This design comes from an exercise in tuning for small area and few clock cycles on the open sky130 flow, not from production work. Function was checked by simulation only, so behaviour that the tests miss may differ from the original.

==> job 8809 <==
==> flow/design.v <==
package sgti_pkg;
	localparam int IDX_W     = 20;
	localparam int ROW_W     = 10;
	localparam int REG_W     = 11;
	localparam int CFG_IDX_W = 2;
	localparam int IN_DATA_W  = 8;
	localparam int OUT_DATA_W = 64;
	localparam logic [CFG_IDX_W-1:0] REG_SLICE_COUNT = CFG_IDX_W'(0);
	localparam logic [CFG_IDX_W-1:0] REG_STACK_COUNT = CFG_IDX_W'(1);
	typedef enum logic [1:0] {
		REGION_TOP = 2'd0,
		REGION_MID = 2'd1,
		REGION_BOT = 2'd2
	} region_t;
	typedef struct packed {
		logic              last_triangle;
		region_t           region;
		logic [IDX_W-1:0]  vertex_c;
		logic [IDX_W-1:0]  vertex_b;
		logic [IDX_W-1:0]  vertex_a;
	} tri_t;
endpackage
import sgti_pkg::*;
module sphere_grid_triangle_index_generator #(
	parameter int MAX_SLICES = 1024,
	parameter int MAX_STACKS = 1024
) (
	input  logic                                clk,
	input  logic                                arst_n,
	input  logic                                s_axis_tvalid,
	output logic                                s_axis_tready,
	input  logic [sgti_pkg::IN_DATA_W-1:0]      s_axis_tdata,    
	output logic                                m_axis_tvalid,
	input  logic                                m_axis_tready,
	output logic [sgti_pkg::OUT_DATA_W-1:0]     m_axis_tdata,    
	output logic [1:0]                          m_axis_tuser,    
	output logic                                m_axis_tlast,    
	input  logic                                cfg_valid,
	output logic                                cfg_ready,
	input  logic [sgti_pkg::CFG_IDX_W-1:0]      cfg_index,
	input  logic [sgti_pkg::REG_W-1:0]          cfg_data
);
	localparam int CW = 10;
	typedef enum logic [1:0] {
		PH_TOP = 2'd0,
		PH_MID = 2'd1,
		PH_BOT = 2'd2
	} phase_t;
	logic [CW-1:0]    slices_q;
	logic [CW-1:0]    stacks_q;
	logic [1:0]       phase_q;
	logic [IDX_W-1:0] vtx_q;
	logic [IDX_W-1:0] aux_q;
	logic [CW-1:0]    col_q;
	logic             last_col_q;
	logic             pair_q;
	logic [CW-1:0]    row_q;
	logic             out_valid_q;
	logic             rewind_q;
	logic             cfg_s;
	logic             cfg_t;
	logic             cfg_hit;
	logic             restart;    
	logic [CW-1:0]    sat_s;
	logic [CW-1:0]    sat_t;
	logic [IDX_W-1:0] vtx_k;
	logic [IDX_W-1:0] aux_p1;
	logic [IDX_W-1:0] upper;
	logic [IDX_W-1:0] tri_a;
	logic [IDX_W-1:0] tri_b;
	logic [IDX_W-1:0] tri_c;
	logic [1:0]       tri_region;
	logic             tri_last;
	logic [CW-1:0]    col_p1;
	logic             col_hit;
	logic [1:0]       n_phase;
	logic [IDX_W-1:0] n_vtx;
	logic [IDX_W-1:0] n_aux;
	logic [CW-1:0]    n_col;
	logic             n_last_col;
	logic             n_pair;
	logic [CW-1:0]    n_row;
	logic             ld_first;
	logic             ld_next;
	assign cfg_s   = cfg_valid && (cfg_index == REG_SLICE_COUNT);
	assign cfg_t   = cfg_valid && (cfg_index == REG_STACK_COUNT);
	assign cfg_hit = cfg_s || cfg_t;
	always_comb begin
		if (cfg_data[10]) sat_s = '0;
		else if (cfg_data[9:0] < 10'd3) sat_s = 10'd3;
		else sat_s = cfg_data[9:0];
		if (cfg_data[10]) sat_t = '0;
		else if (cfg_data[9:0] < 10'd2) sat_t = 10'd2;
		else sat_t = cfg_data[9:0];
	end
	always_comb begin
		vtx_k  = vtx_q + ((phase_q == PH_BOT) ? '1 : IDX_W'(1));
		aux_p1 = aux_q + IDX_W'(1);
		upper  = aux_p1 - (last_col_q ? IDX_W'({(col_q == '0), col_q}) : '0);
		tri_region = phase_q;
		tri_last   = 1'b0;
		case (phase_q)
			PH_TOP: begin
				tri_a = '0;
				tri_b = vtx_q;
				tri_c = last_col_q ? IDX_W'(1) : vtx_k;
			end
			PH_MID: begin
				tri_a = vtx_q;
				if (!pair_q) begin
					tri_b = last_col_q ? aux_p1 : vtx_k;
					tri_c = upper;
				end else begin
					tri_b = upper;
					tri_c = aux_q;
				end
			end
			default: begin
				tri_a = aux_p1;
				tri_b = vtx_q;
				tri_c = last_col_q ? aux_q : vtx_k;
				tri_last = last_col_q;
			end
		endcase
	end
	always_comb begin
		col_p1  = col_q + CW'(1);
		col_hit = (col_p1 == slices_q);
		n_phase    = phase_q;
		n_vtx      = vtx_q;
		n_aux      = aux_q;
		n_col      = col_p1;
		n_last_col = col_hit;
		n_pair     = 1'b0;
		n_row      = row_q;
		case (phase_q)
			PH_TOP: begin
				n_vtx = vtx_k;
				if (last_col_q) begin
					n_col = CW'(1);
					n_last_col = 1'b0;
					if (stacks_q != CW'(2)) begin
						n_phase = PH_MID;
						n_aux   = IDX_W'(1);
						n_row   = stacks_q;
					end else begin
						n_phase = PH_BOT;
						n_vtx   = vtx_q;
						n_aux   = vtx_q;
					end
				end
			end
			PH_MID: begin
				if (!pair_q) begin
					n_pair     = 1'b1;
					n_col      = col_q;
					n_last_col = last_col_q;
				end else begin
					n_vtx = vtx_k;
					n_aux = aux_p1;
					if (last_col_q) begin
						n_col = CW'(1);
						n_last_col = 1'b0;
						n_row = row_q - CW'(1);
						if (row_q == CW'(3)) begin
							n_phase = PH_BOT;
							n_vtx   = vtx_q;
							n_aux   = vtx_q;
						end
					end
				end
			end
			default: begin
				n_vtx = vtx_k;
				if (last_col_q) begin
					n_phase = PH_TOP;
					n_vtx   = IDX_W'(1);
					n_col   = CW'(1);
					n_last_col = 1'b0;
				end
			end
		endcase
	end
	assign restart  = s_axis_tvalid ? s_axis_tdata[0] : cfg_hit;
	assign ld_first = out_valid_q ? (m_axis_tready && (restart || rewind_q)) : restart;
	assign ld_next  = out_valid_q && m_axis_tready && !(restart || rewind_q);
	always_ff @(posedge clk or negedge arst_n) begin
		if (!arst_n) begin
			slices_q    <= CW'(32);
			stacks_q    <= CW'(16);
			out_valid_q <= 1'b0;
			rewind_q    <= 1'b0;
			phase_q     <= PH_TOP;
			vtx_q       <= IDX_W'(1);
			col_q       <= CW'(1);
			last_col_q  <= 1'b0;
			pair_q      <= 1'b0;
		end else begin
			if (cfg_s) slices_q <= sat_s;
			if (cfg_t) stacks_q <= sat_t;
			if (!out_valid_q || m_axis_tready) begin
				out_valid_q <= s_axis_tvalid;
				rewind_q    <= s_axis_tvalid && cfg_hit;
			end else begin
				rewind_q    <= rewind_q || cfg_hit;
			end
			if (ld_first) begin
				phase_q    <= PH_TOP;
				vtx_q      <= IDX_W'(1);
				col_q      <= CW'(1);
				last_col_q <= 1'b0;
				pair_q     <= 1'b0;
			end else if (ld_next) begin
				phase_q    <= n_phase;
				vtx_q      <= n_vtx;
				col_q      <= n_col;
				last_col_q <= n_last_col;
				pair_q     <= n_pair;
			end
		end
	end
	always_ff @(posedge clk) begin
		if (ld_next) begin
			aux_q <= n_aux;
			row_q <= n_row;
		end
	end
	assign s_axis_tready = !out_valid_q || m_axis_tready;
	assign cfg_ready     = 1'b1;
	assign m_axis_tvalid = out_valid_q;
	assign m_axis_tdata  = {(OUT_DATA_W - 3 * IDX_W)'(0), tri_c, tri_b, tri_a};
	assign m_axis_tuser  = tri_region;
	assign m_axis_tlast  = tri_last;
endmodule
==> flow/flow/run.sh <==
#!/bin/bash
set -euo pipefail
W=$(pwd)

# ORFS's synth.tcl with the ABC mapping script swapped
sed -e 's#log_cmd abc {\*}$abc_args#lset abc_args 1 $::env(AREA_ABC_SCRIPT); log_cmd abc {*}$abc_args#' \
	"$FLOW_HOME/scripts/synth.tcl" > "$W/synth_area_body.tcl"
grep -q 'AREA_ABC_SCRIPT' "$W/synth_area_body.tcl"
# The standard flow's synthesis script, sourcing that copy
sed -e "s#\$::env(SCRIPTS_DIR)/synth.tcl#$W/synth_area_body.tcl#" "$W/synth_recipe.tcl" > "$W/synth_area.tcl"
grep -q 'synth_area_body' "$W/synth_area.tcl"
# standard.sh's make line, with that synthesis script
sed -e "s#SYNTH_SCRIPT=[^ ]*#SYNTH_SCRIPT=$W/synth_area.tcl#" "$W/standard.sh" > "$W/standard_area.sh"

export AREA_ABC_SCRIPT="$W/flow/area.abc"
export BUFFER_PORTS_ARGS="-buffer_cell sky130_fd_sc_hd__buf_1"

bash "$W/standard_area.sh" synth > "$W/synth.log" 2>&1
bash "$W/standard.sh" > "$W/layout.log" 2>&1
==> flow/flow/area.abc <==
strash
dch -f
amap
strash
dch -f
amap
strash
dch -f
amap
strash
dch -f
amap
strash
dch -f
amap
strash
dch -f
amap
strash
dch -f
amap
strash
dch -f
amap
strash
dch -f
amap
strash
dch -f
amap
==> flow/standard.sh <==
#!/bin/bash
# synth_recipe.tcl (not shown) runs the flow's synth.tcl, then flattens the netlist and writes it again
# the make line also repeats each setting of config.mk as NAME=value (left out here)
make -C /OpenROAD-flow-scripts/flow DESIGN_CONFIG=/design/flow/config.mk WORK_HOME=/design/flow/orfs CLKGATE_MAP_FILE= SYNTH_SCRIPT=/design/flow/synth_recipe.tcl "${@:-finish}"
==> flow/config.mk <==
export PLATFORM = sky130hd
export DESIGN_NAME = sphere_grid_triangle_index_generator
export DESIGN_NICKNAME = sphere_grid_triangle_index_generator
export VERILOG_FILES = /design/flow/design.v
export SDC_FILE = /design/flow/constraint.sdc
export NUM_CORES = 4
export LEC_CHECK = 0
export CAP_MARGIN = 20
export CORE_MARGIN = 2
export CORE_UTILIZATION = 40
export CTS_BUF_LIST = sky130_fd_sc_hd__clkbuf_8
export SLEW_MARGIN = 20
==> flow/constraint.sdc <==
create_clock -name core_clock -period 10.0 [get_ports {clk}]
set_input_delay 2.0000 -clock core_clock [delete_from_list [all_inputs] [get_ports {clk}]]
set_output_delay 2.0000 -clock core_clock [all_outputs]
set_load 0.01 [all_outputs]
==> job 3521: changes against job 8809 <==
--- a/flow/design.v
+++ b/flow/design.v
@@ -65,6 +65,12 @@
 	logic [CW-1:0]    sat_t;
 	logic [IDX_W-1:0] vtx_k;
+	logic             vstep;
+	logic             vcarry;
 	logic [IDX_W-1:0] aux_p1;
+	logic             acarry;
 	logic [IDX_W-1:0] upper;
+	logic [CW:0]      sub;
+	logic             sub_b;
+	logic             borrow;
 	logic [IDX_W-1:0] tri_a;
 	logic [IDX_W-1:0] tri_b;
@@ -73,4 +79,5 @@
 	logic             tri_last;
 	logic [CW-1:0]    col_p1;
+	logic             ccarry;
 	logic             col_hit;
 	logic [1:0]       n_phase;
@@ -95,7 +102,22 @@
 	end
 	always_comb begin
-		vtx_k  = vtx_q + ((phase_q == PH_BOT) ? '1 : IDX_W'(1));
-		aux_p1 = aux_q + IDX_W'(1);
-		upper  = aux_p1 - (last_col_q ? IDX_W'({(col_q == '0), col_q}) : '0);
+		vcarry = 1'b0;
+		for (int k = 0; k < IDX_W; k++) begin
+			vstep    = (k == 0) ? 1'b1 : (phase_q == PH_BOT);
+			vtx_k[k] = vtx_q[k] ^ vstep ^ vcarry;
+			vcarry   = (vtx_q[k] & vstep) | (vtx_q[k] & vcarry) | (vstep & vcarry);
+		end
+		acarry = 1'b1;
+		for (int k = 0; k < IDX_W; k++) begin
+			aux_p1[k] = aux_q[k] ^ acarry;
+			acarry    = aux_q[k] & acarry;
+		end
+		sub    = last_col_q ? {(col_q == '0), col_q} : '0;
+		borrow = 1'b1;
+		for (int k = 0; k < IDX_W; k++) begin
+			sub_b    = (k <= CW) ? !sub[k] : 1'b1;
+			upper[k] = aux_p1[k] ^ sub_b ^ borrow;
+			borrow   = (aux_p1[k] & sub_b) | (aux_p1[k] & borrow) | (sub_b & borrow);
+		end
 		tri_region = phase_q;
 		tri_last   = 1'b0;
@@ -125,5 +147,9 @@
 	end
 	always_comb begin
-		col_p1  = col_q + CW'(1);
+		ccarry = 1'b1;
+		for (int k = 0; k < CW; k++) begin
+			col_p1[k] = col_q[k] ^ ccarry;
+			ccarry    = col_q[k] & ccarry;
+		end
 		col_hit = (col_p1 == slices_q);
 		n_phase    = phase_q;
--- a/flow/flow/run.sh
+++ b/flow/flow/run.sh
@@ -15,4 +15,5 @@
 export AREA_ABC_SCRIPT="$W/flow/area.abc"
 export BUFFER_PORTS_ARGS="-buffer_cell sky130_fd_sc_hd__buf_1"
+export CTS_ARGS="-sink_clustering_enable -repair_clock_nets -buf_list sky130_fd_sc_hd__clkbuf_8 -dont_use_dummy_load"
 
 bash "$W/standard_area.sh" synth > "$W/synth.log" 2>&1
==> job 7852: changes against job 8809 <==
==> flow/design.v, changed modules only <==
module sphere_grid_triangle_index_generator #(
	parameter int MAX_SLICES = 1024,
	parameter int MAX_STACKS = 1024
) (
	input  logic                                clk,
	input  logic                                arst_n,
	input  logic                                s_axis_tvalid,
	output logic                                s_axis_tready,
	input  logic [sgti_pkg::IN_DATA_W-1:0]      s_axis_tdata,    
	output logic                                m_axis_tvalid,
	input  logic                                m_axis_tready,
	output logic [sgti_pkg::OUT_DATA_W-1:0]     m_axis_tdata,    
	output logic [1:0]                          m_axis_tuser,    
	output logic                                m_axis_tlast,    
	input  logic                                cfg_valid,
	output logic                                cfg_ready,
	input  logic [sgti_pkg::CFG_IDX_W-1:0]      cfg_index,
	input  logic [sgti_pkg::REG_W-1:0]          cfg_data
);
	localparam int CW = 10;
	typedef enum logic [1:0] {
		PH_TOP = 2'd0,
		PH_MID = 2'd1,
		PH_BOT = 2'd2
	} phase_t;
	logic [CW-1:0]    slices_q;
	logic [CW-1:0]    stacks_q;
	logic [1:0]       phase_q;
	logic [IDX_W-1:0] vtx_q;
	logic [IDX_W-1:0] aux_q;
	logic [CW-1:0]    col_q;
	logic             last_col_q;
	logic             pair_q;
	logic [CW-1:0]    row_q;
	logic             out_valid_q;
	logic             rewind_q;
	logic             cfg_s;
	logic             cfg_t;
	logic             cfg_hit;
	logic             restart;
	logic [CW-1:0]    sat_s;
	logic [CW-1:0]    sat_t;
	logic [IDX_W-1:0] vtx_p1;
	logic [IDX_W-1:0] vtx_m1;
	logic [IDX_W-1:0] aux_p1;
	logic [IDX_W-1:0] upper;
	logic [IDX_W-1:0] tri_a;
	logic [IDX_W-1:0] tri_b;
	logic [IDX_W-1:0] tri_c;
	logic [1:0]       tri_region;
	logic             tri_last;
	logic [CW-1:0]    col_p1;
	logic             col_hit;
	logic [1:0]       n_phase;
	logic [IDX_W-1:0] n_vtx;
	logic [IDX_W-1:0] n_aux;
	logic [CW-1:0]    n_col;
	logic             n_last_col;
	logic             n_pair;
	logic [CW-1:0]    n_row;
	logic             ld_first;
	logic             ld_next;
	assign cfg_s   = cfg_valid && (cfg_index == REG_SLICE_COUNT);
	assign cfg_t   = cfg_valid && (cfg_index == REG_STACK_COUNT);
	assign cfg_hit = cfg_s || cfg_t;
	assign restart = !out_valid_q && s_axis_tdata[0];
	always_comb begin
		if (cfg_data[10]) sat_s = '0;
		else if (cfg_data[9:0] < 10'd3) sat_s = 10'd3;
		else sat_s = cfg_data[9:0];
		if (cfg_data[10]) sat_t = '0;
		else if (cfg_data[9:0] < 10'd2) sat_t = 10'd2;
		else sat_t = cfg_data[9:0];
	end
	always_comb begin
		vtx_p1 = vtx_q + IDX_W'(1);
		vtx_m1 = vtx_q - IDX_W'(1);
		aux_p1 = aux_q + IDX_W'(1);
		upper  = aux_p1 - IDX_W'({(col_q == '0), col_q});
		tri_region = phase_q;
		tri_last   = 1'b0;
		case (phase_q)
			PH_TOP: begin
				tri_a = '0;
				tri_b = vtx_q;
				tri_c = last_col_q ? IDX_W'(1) : vtx_p1;
			end
			PH_MID: begin
				tri_a = vtx_q;
				if (!pair_q) begin
					tri_b = last_col_q ? aux_p1 : vtx_p1;
					tri_c = last_col_q ? upper : aux_p1;
				end else begin
					tri_b = last_col_q ? upper : aux_p1;
					tri_c = aux_q;
				end
			end
			default: begin
				tri_a = aux_p1;
				tri_b = vtx_q;
				tri_c = last_col_q ? aux_q : vtx_m1;
				tri_last = last_col_q;
			end
		endcase
		if (restart) begin
			tri_a = '0;
			tri_b = IDX_W'(1);
			tri_c = IDX_W'(2);
			tri_region = PH_TOP;
			tri_last = 1'b0;
		end
	end
	always_comb begin
		col_p1  = col_q + CW'(1);
		col_hit = (col_p1 == slices_q);
		n_phase    = phase_q;
		n_vtx      = vtx_q;
		n_aux      = aux_q;
		n_col      = col_p1;
		n_last_col = col_hit;
		n_pair     = 1'b0;
		n_row      = row_q;
		case (phase_q)
			PH_TOP: begin
				n_vtx = vtx_p1;
				if (last_col_q) begin
					n_col = CW'(1);
					n_last_col = 1'b0;
					if (stacks_q != CW'(2)) begin
						n_phase = PH_MID;
						n_aux   = IDX_W'(1);
						n_row   = stacks_q;
					end else begin
						n_phase = PH_BOT;
						n_vtx   = vtx_q;
						n_aux   = vtx_q;
					end
				end
			end
			PH_MID: begin
				if (!pair_q) begin
					n_pair     = 1'b1;
					n_col      = col_q;
					n_last_col = last_col_q;
				end else begin
					n_vtx = vtx_p1;
					n_aux = aux_p1;
					if (last_col_q) begin
						n_col = CW'(1);
						n_last_col = 1'b0;
						n_row = row_q - CW'(1);
						if (row_q == CW'(3)) begin
							n_phase = PH_BOT;
							n_vtx   = vtx_q;
							n_aux   = vtx_q;
						end
					end
				end
			end
			default: begin
				n_vtx = vtx_m1;
				if (last_col_q) begin
					n_phase = PH_TOP;
					n_vtx   = IDX_W'(1);
					n_col   = CW'(1);
					n_last_col = 1'b0;
				end
			end
		endcase
		if (restart) begin
			n_phase    = PH_TOP;
			n_vtx      = IDX_W'(2);
			n_aux      = aux_q;
			n_col      = CW'(2);
			n_last_col = 1'b0;
			n_pair     = 1'b0;
			n_row      = row_q;
		end
	end
	always_comb begin
		ld_first = 1'b0;
		ld_next  = 1'b0;
		if (!out_valid_q) begin
			if (s_axis_tvalid) begin
				if (m_axis_tready) begin
					ld_first = cfg_hit;
					ld_next  = !cfg_hit;
				end else begin
					ld_first = s_axis_tdata[0];
				end
			end else begin
				ld_first = cfg_hit;
			end
		end else if (m_axis_tready) begin
			if (s_axis_tvalid) begin
				ld_first = s_axis_tdata[0] || rewind_q;
				ld_next  = !(s_axis_tdata[0] || rewind_q);
			end else begin
				ld_first = cfg_hit || rewind_q;
				ld_next  = !(cfg_hit || rewind_q);
			end
		end
	end
	always_ff @(posedge clk or negedge arst_n) begin
		if (!arst_n) begin
			slices_q    <= CW'(32);
			stacks_q    <= CW'(16);
			out_valid_q <= 1'b0;
			rewind_q    <= 1'b0;
			phase_q     <= PH_TOP;
			vtx_q       <= IDX_W'(1);
			col_q       <= CW'(1);
			last_col_q  <= 1'b0;
			pair_q      <= 1'b0;
		end else begin
			if (cfg_s) slices_q <= sat_s;
			if (cfg_t) stacks_q <= sat_t;
			if (!out_valid_q) begin
				out_valid_q <= s_axis_tvalid && !m_axis_tready;
				rewind_q    <= s_axis_tvalid && !m_axis_tready && cfg_hit;
			end else if (m_axis_tready) begin
				out_valid_q <= s_axis_tvalid;
				rewind_q    <= s_axis_tvalid && cfg_hit;
			end else begin
				rewind_q    <= rewind_q || cfg_hit;
			end
			if (ld_first) begin
				phase_q    <= PH_TOP;
				vtx_q      <= IDX_W'(1);
				col_q      <= CW'(1);
				last_col_q <= 1'b0;
				pair_q     <= 1'b0;
			end else if (ld_next) begin
				phase_q    <= n_phase;
				vtx_q      <= n_vtx;
				col_q      <= n_col;
				last_col_q <= n_last_col;
				pair_q     <= n_pair;
			end
		end
	end
	always_ff @(posedge clk) begin
		if (ld_next) begin
			aux_q <= n_aux;
			row_q <= n_row;
		end
	end
	assign s_axis_tready = !out_valid_q || m_axis_tready;
	assign cfg_ready     = 1'b1;
	assign m_axis_tvalid = out_valid_q || s_axis_tvalid;
	assign m_axis_tdata  = {(OUT_DATA_W - 3 * IDX_W)'(0), tri_c, tri_b, tri_a};
	assign m_axis_tuser  = tri_region;
	assign m_axis_tlast  = tri_last;
endmodule
==> flow/run.sh (new file) <==
#!/bin/bash
# synth_recipe.tcl (not shown) runs the flow's synth.tcl, then flattens the netlist and writes it again
# the make line also repeats each setting of config.mk as NAME=value (left out here)
make -C /OpenROAD-flow-scripts/flow DESIGN_CONFIG=/design/flow/config.mk WORK_HOME=/design/flow/orfs CLKGATE_MAP_FILE= SYNTH_SCRIPT=/design/flow/synth_recipe.tcl finish
CTS_BUF_LIST = unset   (was sky130_fd_sc_hd__clkbuf_8)
removed: flow/flow/run.sh
removed: flow/flow/area.abc
removed: flow/standard.sh
==> flow_metrics.env <==
export IMPL_layout_setup_ws_ns=-0.433
export IMPL_fin_crit_sh=1.04
export IMPL_setup_viol_count_final=4
export IMPL_checkFailReasons="negative setup slack"
export IMPL_status="complete, but fails checks"
export IMPL_clock_fmax_ghz=0.0959
the above is filed under job 3521

==> flow_metrics.env <==
export IMPL_layout_setup_ws_ns=2.74
export IMPL_clock_fmax_ghz=0.138
export IMPL_drc_errors=0
export IMPL_status="no timing/DRC/antenna violations"
export IMPL_r2r_cells=8
export IMPL_worstReg2RegStart="phase_q[0]"
export IMPL_internal_power_mw=1.17
export IMPL_crit_buf_inv=2
export IMPL_regArea_sq_um=2310
export IMPL_fin_crit_sh=0.726
the above is filed under job 7852

==> flow_metrics.env <==
export IMPL_status="no timing/DRC/antenna violations"
export IMPL_clock_fmax_ghz=0.123
export IMPL_reg_top3="aux_q: 20 flops, vtx_q: 20 flops"
export IMPL_layout_setup_ws_ns=1.86
export IMPL_fin_crit_sh=0.814
export IMPL_postSynthAreaPerCell_sq_um=7.79
the above is filed under job 8809

Testbench counts of job 8809, summed over its fixed seeds: cycles 77,703.
Testbench counts of job 3521, summed over its fixed seeds: cycles 77,703.
Testbench counts of job 7852, summed over its fixed seeds: cycles 77,619.

[separate check: timing with driven ports]
Ports are ideal in the flow. The routed layouts listed here were re-timed in OpenROAD. Step 1: set_driving_cell puts a clkbuf_16 on clk and a buf_2 on each other input, an assumption about the parent block. Step 2 times the ports against the registers' clock, not the clock port: input delays grow and output delays shrink by t, the midpoint of the rising clock arrivals with the driver on. Three values: no drivers, after step 1, after step 2; two values: the first two.
| run | t, ns | setup WS [ns] | latest minus earliest clock arrival (ns) |
|---|---|---|---|
| job 8809 | 0.416 | 1.864 / 1.828 / 2.244 | 0.020 / 0.020 |
| job 3521 | 0.402 | -0.433 / -0.468 / -0.066 | 0.032 / 0.033 |
| job 7852 | 0.408 | 2.740 / 2.691 / 2.937 | 0.007 / 0.007 |
